Background: an optimization exercise with open tools, aiming at small area. Do not read the settings as production practice. Where RTL was checked, it was by simulation tests only, not by an equivalence proof against the original. Function not checked in run 2: the RTL went through the layout flow alone. No activity file was given, so power comes from the tool's default toggle rates.

==> design/flow/design.v <==
package skew_feeder_pkg;
    localparam int SF_DEPTH_DEFAULT      = 8;
    localparam int SF_ARRAY_M_DEFAULT    = 8;
    localparam int SF_DATA_WIDTH_DEFAULT = 32;
    typedef enum logic [1:0] {
        IDLE  = 2'd0,
        LOAD  = 2'd1,
        EMIT  = 2'd2,
        DRAIN = 2'd3
    } feeder_state_e;
    function automatic integer data_set_width(input integer array_m, input integer data_width);
        data_set_width = array_m * data_width;
    endfunction
    function automatic integer cnt_width(input integer depth, input integer array_m);
        cnt_width = $clog2(depth + array_m);
    endfunction
    function automatic integer idx_width(input integer depth);
        idx_width = (depth > 1) ? $clog2(depth) : 1;
    endfunction
    function automatic integer num_cols_width(input integer array_m);
        num_cols_width = $clog2(array_m) + 1;
    endfunction
endpackage
module feeder_row_buf
#(
    parameter int DEPTH      = skew_feeder_pkg::SF_DEPTH_DEFAULT,
    parameter int DATA_WIDTH = skew_feeder_pkg::SF_DATA_WIDTH_DEFAULT
) (
    input  logic                  clk_i,
    input  logic                  shift_i,
    input  logic                  hold_i,
    input  logic [DATA_WIDTH-1:0] tail_i,
    output logic [DATA_WIDTH-1:0] head_o
);
    localparam int W = DEPTH * DATA_WIDTH;
    logic [W-1:0] chain_q;    
    always_ff @(posedge clk_i) begin
        chain_q <= ~(({tail_i, chain_q[W-1:DATA_WIDTH]} | {W{hold_i}})
                   & (chain_q | {W{shift_i}}));
    end
    assign head_o = chain_q[DATA_WIDTH-1:0];
endmodule
module skew_feeder
#(
    parameter int DEPTH      = skew_feeder_pkg::SF_DEPTH_DEFAULT,
    parameter int ARRAY_M    = skew_feeder_pkg::SF_ARRAY_M_DEFAULT,
    parameter int DATA_WIDTH = skew_feeder_pkg::SF_DATA_WIDTH_DEFAULT,
    localparam int DATA_SET_WIDTH = ARRAY_M * DATA_WIDTH,
    localparam int NC_WIDTH       = $clog2(ARRAY_M) + 1
) (
    input  logic                      clk,
    input  logic                      reset,
    input  logic                      start,
    input  logic [NC_WIDTH-1:0]       num_cols,
    input  logic                      in_valid,
    output logic                      in_ready,
    input  logic [DATA_SET_WIDTH-1:0] in_data,
    output logic                      out_valid,
    output logic [DATA_SET_WIDTH-1:0] data_set_out,
    output logic                      drain_out,
    output logic                      busy,
    output logic [1:0]                dbg_state
);
    localparam int NUM_EMIT  = DEPTH + ARRAY_M - 1;         
    localparam int SEQ_W     = $clog2(DEPTH + NUM_EMIT + 4);
    localparam int OUT_FIRST = DEPTH + 2;                   
    localparam int LAST_EMIT = DEPTH + NUM_EMIT - 1;
    localparam int LAST_DRN  = LAST_EMIT + 3;
    logic [1:0]          state_q, state_d;
    logic [SEQ_W-1:0]    cnt_q, cnt_d;
    logic [NC_WIDTH-1:0] ncols_q;
    logic idle, load, emit, drain, accept;
    always_comb begin
        idle   = (state_q == skew_feeder_pkg::IDLE);
        load   = (state_q == skew_feeder_pkg::LOAD);
        emit   = (state_q == skew_feeder_pkg::EMIT);
        drain  = (state_q == skew_feeder_pkg::DRAIN);
        accept = load && in_valid;
    end
    always_comb begin
        state_d = state_q;
        unique case (state_q)
            skew_feeder_pkg::IDLE:  if (start) state_d = skew_feeder_pkg::LOAD;
            skew_feeder_pkg::LOAD:  if (accept && cnt_q == SEQ_W'(DEPTH - 1)) state_d = skew_feeder_pkg::EMIT;
            skew_feeder_pkg::EMIT:  if (cnt_q == SEQ_W'(LAST_EMIT)) state_d = skew_feeder_pkg::DRAIN;
            skew_feeder_pkg::DRAIN: if (cnt_q == SEQ_W'(LAST_DRN))  state_d = skew_feeder_pkg::IDLE;
            default:                state_d = skew_feeder_pkg::IDLE;
        endcase
        if (idle)                       cnt_d = '0;
        else if (accept || emit || drain) cnt_d = cnt_q + SEQ_W'(1);
        else                            cnt_d = cnt_q;
    end
    always_ff @(posedge clk or negedge reset) begin
        if (!reset) begin
            state_q <= skew_feeder_pkg::IDLE;
            cnt_q   <= '0;
        end else begin
            state_q <= state_d;
            cnt_q   <= cnt_d;
        end
    end
    always_ff @(posedge clk) begin
        if (idle && start) begin
            ncols_q <= num_cols;
        end
    end
    logic [ARRAY_M-1:0] esh_q, ehd_q;
    always_ff @(posedge clk) begin
        for (int k = 0; k < ARRAY_M; k++) begin
            esh_q[k] <=  (cnt_d >= SEQ_W'(OUT_FIRST + k));
            ehd_q[k] <= !(cnt_d >= SEQ_W'(OUT_FIRST + k));
        end
    end
    logic               tgl_q;
    logic [DEPTH-1:0]   par_q;
    always_ff @(posedge clk or negedge reset) begin
        if (!reset) begin
            tgl_q <= 1'b0;
        end else begin
            tgl_q <= !tgl_q;
        end
    end
    always_ff @(posedge clk) begin
        for (int r = 0; r < DEPTH; r++) begin
            if (accept && cnt_q[$clog2(DEPTH)-1:0] == $clog2(DEPTH)'(r)) begin
                par_q[r] <= !tgl_q;
            end
        end
    end
    genvar c;
    generate
        for (c = 0; c < ARRAY_M; c++) begin : g_lane
            logic                  win;
            logic                  flip;
            logic                  pass_w, inv_w;
            logic [$clog2(DEPTH)-1:0] row;
            logic [DATA_WIDTH-1:0] head;
            assign win = (cnt_q >= SEQ_W'(OUT_FIRST + c))
                      && (cnt_q <  SEQ_W'(OUT_FIRST + c + DEPTH))
                      && (ncols_q[NC_WIDTH-1] || (ncols_q[NC_WIDTH-2:0] > (NC_WIDTH-1)'(c)));
            assign row    = cnt_q[$clog2(DEPTH)-1:0] - $clog2(DEPTH)'(OUT_FIRST + c);
            assign flip   = !(tgl_q ^ par_q[row]);
            assign pass_w = win && !flip;
            assign inv_w  = win && flip;
            feeder_row_buf #(
                .DEPTH      (DEPTH),
                .DATA_WIDTH (DATA_WIDTH)
            ) u_lane (
                .clk_i   (clk),
                .shift_i (accept || esh_q[c]),
                .hold_i  (!accept && ehd_q[c]),
                .tail_i  (in_data[c*DATA_WIDTH +: DATA_WIDTH]),
                .head_o  (head)
            );
            assign data_set_out[c*DATA_WIDTH +: DATA_WIDTH] =
                (head & {DATA_WIDTH{pass_w}}) | (~head & {DATA_WIDTH{inv_w}});
        end
    endgenerate
    assign in_ready  = load;
    assign out_valid = (cnt_q >= SEQ_W'(OUT_FIRST)) && (cnt_q <= SEQ_W'(LAST_DRN - 1));
    assign drain_out = (cnt_q == SEQ_W'(LAST_DRN));
    assign busy      = !idle;
    assign dbg_state = state_q;
endmodule
==> design/flow/flow/run.sh <==
#!/bin/bash
# The standard layout (standard.sh), with two changes:
#  - the port buffers that buffer_ports inserts use the smallest buffer cell;
#  - clock tree synthesis clusters about 10 flip-flops per clkbuf_4 leaf
#    buffer, with clkbuf_16 at the root and clkbuf_8 in the trunk, and
#    inserts no dummy loads.
# make writes every tool's full log under orfs/logs/; standard.log has make's output.
set -euo pipefail
export BUFFER_PORTS_ARGS="-buffer_cell sky130_fd_sc_hd__buf_1"
export CTS_ARGS="-sink_clustering_enable -sink_clustering_size 11 -sink_clustering_max_diameter 38 -buf_list sky130_fd_sc_hd__clkbuf_4 -root_buf sky130_fd_sc_hd__clkbuf_16 -tree_buf sky130_fd_sc_hd__clkbuf_8 -dont_use_dummy_load -repair_clock_nets"
bash standard.sh > standard.log 2>&1
==> design/flow/standard.sh <==
#!/bin/bash
# synth_recipe.tcl (not shown) runs the flow's synth.tcl, then flattens the netlist and writes it again
# the make line also repeats each setting of config.mk as NAME=value (left out here)
make -C /OpenROAD-flow-scripts/flow DESIGN_CONFIG=/design/flow/config.mk WORK_HOME=/design/flow/orfs CLKGATE_MAP_FILE= SYNTH_SCRIPT=/design/flow/synth_recipe.tcl "${@:-finish}"
==> design/flow/config.mk <==
export PLATFORM = sky130hd
export DESIGN_NAME = skew_feeder
export DESIGN_NICKNAME = skew_feeder
export VERILOG_FILES = /design/flow/design.v
export SDC_FILE = /design/flow/constraint.sdc
export NUM_CORES = 4
export LEC_CHECK = 0
export CAP_MARGIN = 20
export CORE_MARGIN = 2
export CORE_UTILIZATION = 80
export PLACE_DENSITY = 0.9
export SLEW_MARGIN = 20
==> design/flow/constraint.sdc <==
create_clock -name core_clock -period 5.0 [get_ports {clk}]
set_input_delay 1.0000 -clock core_clock [delete_from_list [all_inputs] [get_ports {clk}]]
set_output_delay 1.0000 -clock core_clock [all_outputs]
set_load 0.01 [all_outputs]
==> results.yml, run 1 <==
clock_network:
  cts_buffer_depth: 3
  cts_root_buf: "clkbuf_16"
  clk_pin_slew_worst_paths_ns: 0.10
  tritoncts: "done"
  ctsHoldBuffers: 0
  clock_sinks: 2084
  cts.htree.levels: 4
  clock_latency_ns: 0.74
  cts_buffers: 215
global_route:
  overflow: 0
  track_usage_pct: 31.26
  grt_pass1_wl_um: 199000
  grt_pass1_vias: 39310
  grt_max_degree: 257
  antenna_found_initial: 13
sta:
  tightest_slew_ns: 1.182
  fin_tns_setup_ns: 0
  finalCriticalPeriod_ns: 4.833
  setup_violations: 0
  rsz0062_at_grt: "no"
  final.setup_skew_ns: 0.1269
  fmax_mhz: 206.9
  report.final.slew_viol_count: 0
  relSlewSlack_pct: 21.18
  period_share_pct: 96.66
  holdWs_ns: 0.2617
  hold_violations: 0
floorplanning:
  dieWidth_um: 279.5
  ios: 526
  placement_rows: 101
  start_util_pct: 80.36
  die_area_mm2: 0.07813
  die_h_um: 279.5
  coreArea_mm2: 0.07557
status:
  status: "timing/DRC/antenna clean"
yosys:
  ys_ff_latch: 2084
  async_flop_share_pct: 0.3839
  ys_warn_count: 2
  syn_area_mm2: 0.06072
  synth_area_per_cell_um2: 11.66
  yosys_most_used_dff: "dfxtp_1"
  yosysUniqueCellTypes: 52
  synth-seq-area-share_pct: 68.97
  synth_fp_nets: 5491
  syn_inst: 5210
  synth_edf_count: 12
power:
  p_int_mw: 37.19
  p_per_area_mw_per_mm2: 912.6
  p_leak_nw: 24.45
  ir_drop_uv: 678.1
  combPwrFrac_pct: 34.2
  p_sw_share_pct: 37.05
  power.share.clock_pct: 11.6
  p_sw_mw: 21.89
  pwr-share-seq_pct: 54.2
layout:
  final_cells: 6488
  final_nets: 5782
  final_util_pct: 85.67
  syn_to_final_growth_pct: 6.610
  drive_gt1_share_pct: 6.056
route:
  routed_wl_um: 129500
  drtIter0Drc: 3395
  via_per_inst: 6.588
  wire_per_inst_um: 19.96
  ant_nets: 0
  drt_pre_antenna_iters: 6
  vias: 42740
  drc_errors: 0
critical_path:
  critPathKind: "reg -> out"
  startpoint_type: "flip-flop"
  crit_arrival_ns: 3.83
  crit_required_ns: 4.00
  cp-end-kind: "output pin"
  cp_max_fo: 32
placed_design:
  hpwl_um: 81670
  globalplace.congestion: 0.8885
  port-buffer-count: 525
  place_inst: 6256
flow_run:
  max-cap-violations: 0
hold_path:
  worstHoldPathType: "in -> async"
==> power by group through the flow <==
stage          Sequential, mW  Combinational (mW)  Clock (mW)
6_report                 32.0                20.2        6.85
5_1_grt                  32.9                22.2        7.58
4_1_cts                  31.9                19.9        6.95
3_5_place_dp             32.2                19.7           0
3_3_place_gp             31.5                18.5           0
2_1_floorplan            30.0                16.1           0
==> worst max-delay path, stage by stage, from the launching register on <==
cell	delay (ns)
dfrtp_1	0.73
inv_1	0.25
ha_1	0.41
mux2i_1	0.40
buf_4	0.27
mux2_2	0.59
a21oi_1	0.33
buf_1	0.20
==> path summary, 6_finish.rpt <==
path	from	end	slack (ns)	cells after the start
worst max-delay path	cnt_q[2]$_DFF_PN0_	data_set_out[153]	0.17	7
worst min-delay path	reset	state_q[1]$_DFFE_PN0P_	0.26	1
max in group asynchronous	reset	state_q[0]$_DFFE_PN0P_	4.29	1
worst max register to register	state_q[1]$_DFFE_PN0P_	g_lane[7].u_lane.chain_q[73]$_DFF_P_	1.79	7
min in group core_clock	g_lane[2].u_lane.chain_q[179]$_DFF_P_	g_lane[2].u_lane.chain_q[147]$_DFF_P_	0.36	1
worst min register to register	g_lane[2].u_lane.chain_q[179]$_DFF_P_	g_lane[2].u_lane.chain_q[147]$_DFF_P_	0.36	1
==> stage by stage <==
stage	cell area (um^2)	setup slack, ns	total power, mW
after floorplan	60720	1.410	46.10
after global placement	62840	0.8854	50.05
after detailed placement	62850	0.7647	51.89
after CTS	64580	0.03262	58.73
after global routing	64730	0.04094	62.65
final	64740	0.1671	59.08
==> placed cells by master, fill, tap and decap left out, types with 12 or more instances in the layout <==
cell      Yosys  final
dfxtp_1    2064   2064
o22ai_1    2048   2048
buf_1        29    525
clkbuf_4      0    198
nor2_1      139    139
mux2i_1     146    136
a21oi_1      72     70
xor2_1       65     65
buf_4         7     38
buf_12        0     24
ha_1         17     17
clkbuf_8      0     16
edfxtp_1     12     12
==> sequential cells by signal, summed over array words and instances (netlist names) <==
register / count
ehd_q: 8
state_q: 2
cnt_q: 5
esh_q: 8
g_lane.u_lane.chain_q: 2048
ncols_q: 4
par_q: 8
tgl_q: 1
==> area by class of cell <==
| type | count | area (um^2) |
|---|---|---|
| sequential | 2084 | 41880 |
| multi-input combinational | 2601 | 17090 |
| fill | 3789 | 10830 |
| timing repair buffer | 587 | 2736 |
| clock buffer | 215 | 1732 |
| tap | 978 | 1224 |
| inverter | 12 | 45.04 |
| antenna | 11 | 27.53 |
==> cells in the mapped netlist (7+ instances only) <==
| library cell | count | area, um^2 |
|---|---|---|
| ha_1 | 17 | 212.7 |
| mux2i_1 | 146 | 1461 |
| a21oi_1 | 72 | 360.4 |
| edfxtp_1 | 12 | 360.4 |
| buf_1 | 29 | 108.9 |
| buf_4 | 7 | 52.55 |
| clkbuf_1 | 462 | 1734 |
| inv_1 | 11 | 41.29 |
| nand2_1 | 10 | 37.54 |
| mux4_2 | 8 | 180.2 |
| a211oi_1 | 7 | 52.55 |
| dfxtp_1 | 2064 | 41320 |
| xor2_1 | 65 | 569.3 |
| o21ai_0 | 7 | 35.03 |
| nor2_1 | 139 | 521.8 |
| dfrtp_1 | 8 | 200.2 |
| nand2b_1 | 9 | 56.30 |
| buf_2 | 17 | 85.08 |
| o22ai_1 | 2048 | 12810 |
==> cells by family (layout without fill, tap and decap cells) <==
kind of cell / Yosys count / count (layout) / share of synthesized area [%]
other cells: 0 / 11 / 0
compound gates: 2159 / 2159 / 22.16
flops: 2084 / 2084 / 68.97
mux: 157 / 159 / 2.759
simple gates: 197 / 197 / 1.428
buf+inv: 527 / 814 / 3.336
xor+xnor: 69 / 69 / 0.9952
fa+ha+maj: 17 / 17 / 0.3503
==> per-layer routing <==
layer  routed length (um)  track usage (%)
met2                60960            49.97
met4                 6828            17.41
met5                   45                0
met1                53960            40.81
met3                 7723            5.421
==> timing repair <==
| action | in CTS | in global routing |
|---|---|---|
| gates resized for setup | 0 | 8 |
| endpoints found under the setup margin | 0 | 97 |
| buffers inserted | 0 | 4 |
==> run 2: changes to the inputs <==
--- a/design/flow/design.v
+++ b/design/flow/design.v
@@ -111,21 +111,19 @@
             ehd_q[k] <= !(cnt_d >= SEQ_W'(OUT_FIRST + k));
         end
     end
-    logic               tgl_q;
-    logic [DEPTH-1:0]   par_q;
-    always_ff @(posedge clk or negedge reset) begin
-        if (!reset) begin
-            tgl_q <= 1'b0;
-        end else begin
-            tgl_q <= !tgl_q;
-        end
-    end
+    logic [ARRAY_M-1:0] flip_q;
+    feeder_row_buf #(
+        .DEPTH      (DEPTH),
+        .DATA_WIDTH (1)
+    ) u_flip (
+        .clk_i   (clk),
+        .shift_i (accept || esh_q[0]),
+        .hold_i  (!accept && ehd_q[0]),
+        .tail_i  (1'b0),
+        .head_o  (flip_q[0])
+    );
     always_ff @(posedge clk) begin
-        for (int r = 0; r < DEPTH; r++) begin
-            if (accept && cnt_q[$clog2(DEPTH)-1:0] == $clog2(DEPTH)'(r)) begin
-                par_q[r] <= !tgl_q;
-            end
-        end
+        flip_q[ARRAY_M-1:1] <= flip_q[ARRAY_M-2:0];
     end
     genvar c;
     generate
@@ -133,13 +131,11 @@
             logic                  win;
             logic                  flip;
             logic                  pass_w, inv_w;
-            logic [$clog2(DEPTH)-1:0] row;
             logic [DATA_WIDTH-1:0] head;
             assign win = (cnt_q >= SEQ_W'(OUT_FIRST + c))
                       && (cnt_q <  SEQ_W'(OUT_FIRST + c + DEPTH))
                       && (ncols_q[NC_WIDTH-1] || (ncols_q[NC_WIDTH-2:0] > (NC_WIDTH-1)'(c)));
-            assign row    = cnt_q[$clog2(DEPTH)-1:0] - $clog2(DEPTH)'(OUT_FIRST + c);
-            assign flip   = !(tgl_q ^ par_q[row]);
+            assign flip   = flip_q[c] ^ 1'(c % 2);
             assign pass_w = win && !flip;
             assign inv_w  = win && flip;
             feeder_row_buf #(
==> design/flow/flow/run.sh (replaced) <==
#!/bin/bash
# The standard layout (standard.sh), with two changes:
#  - the port buffers that buffer_ports inserts use the smallest buffer cell;
#  - clock tree synthesis clusters about 10 flip-flops per clkbuf_4 leaf
#    buffer, with clkbuf_16 at the root and clkbuf_8 in the trunk, and
#    inserts no dummy loads.
# make writes every tool's full log under orfs/logs/; standard.log has make's output.
set -euo pipefail
export BUFFER_PORTS_ARGS="-buffer_cell sky130_fd_sc_hd__buf_1"
export CTS_ARGS="-sink_clustering_enable -sink_clustering_size 10 -sink_clustering_max_diameter 35 -buf_list sky130_fd_sc_hd__clkbuf_4 -root_buf sky130_fd_sc_hd__clkbuf_16 -tree_buf sky130_fd_sc_hd__clkbuf_8 -dont_use_dummy_load -repair_clock_nets"
bash standard.sh > standard.log 2>&1
==> results.yml, run 2 <==
status:
  status: "timing/DRC/antenna clean"
clock_network:
  cts_root_buf: "clkbuf_16"
  ctsHoldBuffers: 0
  cts_setup_buffers: 0
  cts_resized: 0
  cts.htree.levels: 4
  clock_sinks: 2090
  cts_buffer_depth: 3
  cts_buffers: 234
  clock_latency_ns: 0.70
  clk_pin_slew_worst_paths_ns: 0.09
  tritoncts: "done"
layout:
  final_nets: 5881
  syn_to_final_growth_pct: 5.856
  drive_gt1_share_pct: 6.101
  layout_common_cells: "dfxtp_1, o22ai_1, buf_1"
  final_common_cell: "dfxtp_1"
  fillers: 3774
  largest_register: "g_lane.u_lane.chain_q"
  largest_reg_flops: 2048
route:
  vias: 43080
  wire_per_inst_um: 19.87
  dr_wl_met3_um: 8934
  wirelength_met1_um: 56320
  drc_errors: 0
  via_per_inst: 6.483
  routed_wl_um: 132000
  wl_met2_um: 61120
  routed.top_layer: "met5"
  ant_nets: 0
  drt_pre_antenna_iters: 6
  drtIter0Drc: 3350
yosys:
  synth_edf_count: 4
  yosysUniqueCellTypes: 53
  synth_area_leaders: "dfxtp_1, o22ai_1, buf_2"
  async_flop_share_pct: 0.3349
  yosysMostFrequentCell: "dfxtp_1"
  synth-seq-area-share_pct: 68.24
  ys_warn_count: 3
  yosys.area.top_type: "dfxtp_1"
  ys_ff_latch: 2090
  synth_top_area_share_pct: 67.76
  syn_area_mm2: 0.06143
  syn_inst: 5302
  synth_fp_nets: 5575
  synth_common_cells: "dfxtp_1, o22ai_1, nor2_1, buf_2, clkbuf_1"
  synth_area_per_cell_um2: 11.59
  yosys_most_used_dff: "dfxtp_1"
placed_design:
  hpwl_um: 86450
  port-buffer-count: 525
  globalplace.congestion: 0.8480
global_route:
  grt_pass1_vias: 39020
  grt_max_degree: 257
  grt_pass1_wl_um: 203000
  antenna_found_initial: 15
  track_usage_pct: 31.98
  overflow: 0
sta:
  tightest_slew_ns: 1.168
  rsz0062_at_grt: "no"
  fmax_mhz: 237.4
  fin_tns_setup_ns: 0
  hold_violations: 0
  holdWs_ns: 0.2075
  report.final.slew_viol_count: 0
  setup_violations: 0
  final.setup_skew_ns: 0.1072
  finalCriticalPeriod_ns: 4.212
  relSlewSlack_pct: 21.63
  period_share_pct: 84.24
hold_path:
  worstHoldPathType: "in -> async"
power:
  p_per_area_mw_per_mm2: 924.6
  p_leak_nw: 24.32
  ir_drop_uv: 716.4
critical_path:
  cpPeakStageDelay_ns: 0.80
  crit_arrival_ns: 3.21
  crit_required_ns: 4.00
  startpoint_type: "flip-flop"
  cp_max_fo: 16
  cpMaxStageDelayCell: "o22ai_2"
  path_cells: "inv_1 -> ha_1 -> nor3_1 -> nor3_1 -> o22ai_2 -> buf_4 -> nor2_1 -> buf_1"
  cpLargestDelayFamily: "compound AO/OA/AOI/OAI gates"
  cp-end-kind: "output pin"
  crit_buf_inv: 3
  critPathKind: "reg -> out"
  cpMostUsedCell: "nor3_1"
floorplanning:
  start_util_pct: 80.88
  die_area_mm2: 0.07901
  die_h_um: 281.1
  dieWidth_um: 281.1
  coreArea_mm2: 0.07595
  placement_rows: 101
  ios: 526
flow_run:
  max-cap-violations: 0
[run 2: area by class of cell]
| type | instances | area (um^2) | area share (%) |
|---|---|---|---|
| diodes | 10 | 25.02 | 0.03848 |
| inverters | 10 | 37.54 | 0.05773 |
| clock buffers | 234 | 1874 | 2.882 |
| repair buffers | 592 | 2874 | 4.420 |
| well taps | 1030 | 1289 | 1.982 |
| multi-input cells | 2680 | 17000 | 26.14 |
| flip-flops and latches | 2090 | 41930 | 64.48 |
[run 2: through the flow]
step	setup WS [ns]	power, mW	util [%]	instance area [um^2]	cells
after floorplan	2.256	47.04	-	61430	5302
after global placement	1.654	50.91	83.11	63120	6402
after detailed placement	1.498	52.75	83.11	63120	6402
after CTS	0.7227	59.87	85.58	65000	6636
after global routing	0.5581	63.60	85.61	65020	6644
final	0.7879	60.12	85.61	65020	6646
[run 2: worst paths after layout]
| check | cells after the start | end | startpoint | slack, ns |
|---|---|---|---|---|
| hold / removal | 1 | state_q[0]$_DFFE_PN0P_ | reset | 0.21 |
| hold reg to reg | 1 | g_lane[7].u_lane.chain_q[136]$_DFF_P_ | g_lane[7].u_lane.chain_q[168]$_DFF_P_ | 0.37 |
| min in group core_clock | 1 | g_lane[7].u_lane.chain_q[136]$_DFF_P_ | g_lane[7].u_lane.chain_q[168]$_DFF_P_ | 0.37 |
| max in group asynchronous | 1 | cnt_q[3]$_DFF_PN0_ | reset | 4.43 |
| setup / recovery | 8 | data_set_out[109] | cnt_q[1]$_DFF_PN0_ | 0.79 |
| setup reg to reg | 7 | g_lane[2].u_lane.chain_q[118]$_DFF_P_ | state_q[1]$_DFFE_PN0P_ | 1.93 |
[run 2: worst reg2reg max path, cell delays in order (launching register included)]
cell and delay, ns:
dfrtp_1 0.44, inv_1 0.11, ha_1 0.26, nand2_1 0.55, buf_4 0.34, and2_4 0.54
buf_4 0.52, o22ai_1 0.22
[run 2: layer usage]
| metal | GRT usage (%) | vias to the layer above |
|---|---|---|
| met5 | 0 | - |
| met4 | 16.41 | 10 |
| met3 | 5.886 | 318 |
| met2 | 49.36 | 1448 |
| met1 | 43.48 | 20450 |
| li1 | - | 20850 |
[run 2: kinds of logic after synthesis]
logic type	synth area share, %
xor+xnor	3.679
simple gates	2.074
buf+inv	4.271
fa+ha+maj	0.1833
compound gates	21.51
flops	68.24
mux	0.05092
[run 2: power breakdown]
group | total, mW | internal (mW) | switching [mW]
sequential | 32.4 | 26.3 | 6.10
combinational | 20.6 | 9.01 | 11.6
clock | 7.09 | 2.34 | 4.75
total | 60.1 | 37.7 | 22.4

==> port drivers added, routing unchanged <==
In the flow no input, the clock included, has a driving cell. The finished layouts below were timed again as built, in two steps. Step 1, drivers: a clkbuf_16 drives clk and a buf_2 each remaining input, both assumed. Step 2 times the ports against the registers' clock, not the clock port: input delays grow and output delays shrink by t, the midpoint of the rising clock arrivals with the driver on. Slacks: ideal ports / drivers / drivers and shift; pairs: ideal ports / drivers.
run | t, ns | setup WS [ns] | clock arrival spread, ns | worst data-port slew with drivers (ns) | pins driven straight from the clock port
run 1 | 0.743 | 0.167 / 0.095 / 0.838 | 0.128 / 0.128 | 0.13 | 1
run 2 | 0.744 | 0.788 / 0.714 / 1.458 | 0.147 / 0.147 | 0.16 | 1
After both steps every run listed still meets setup and hold.
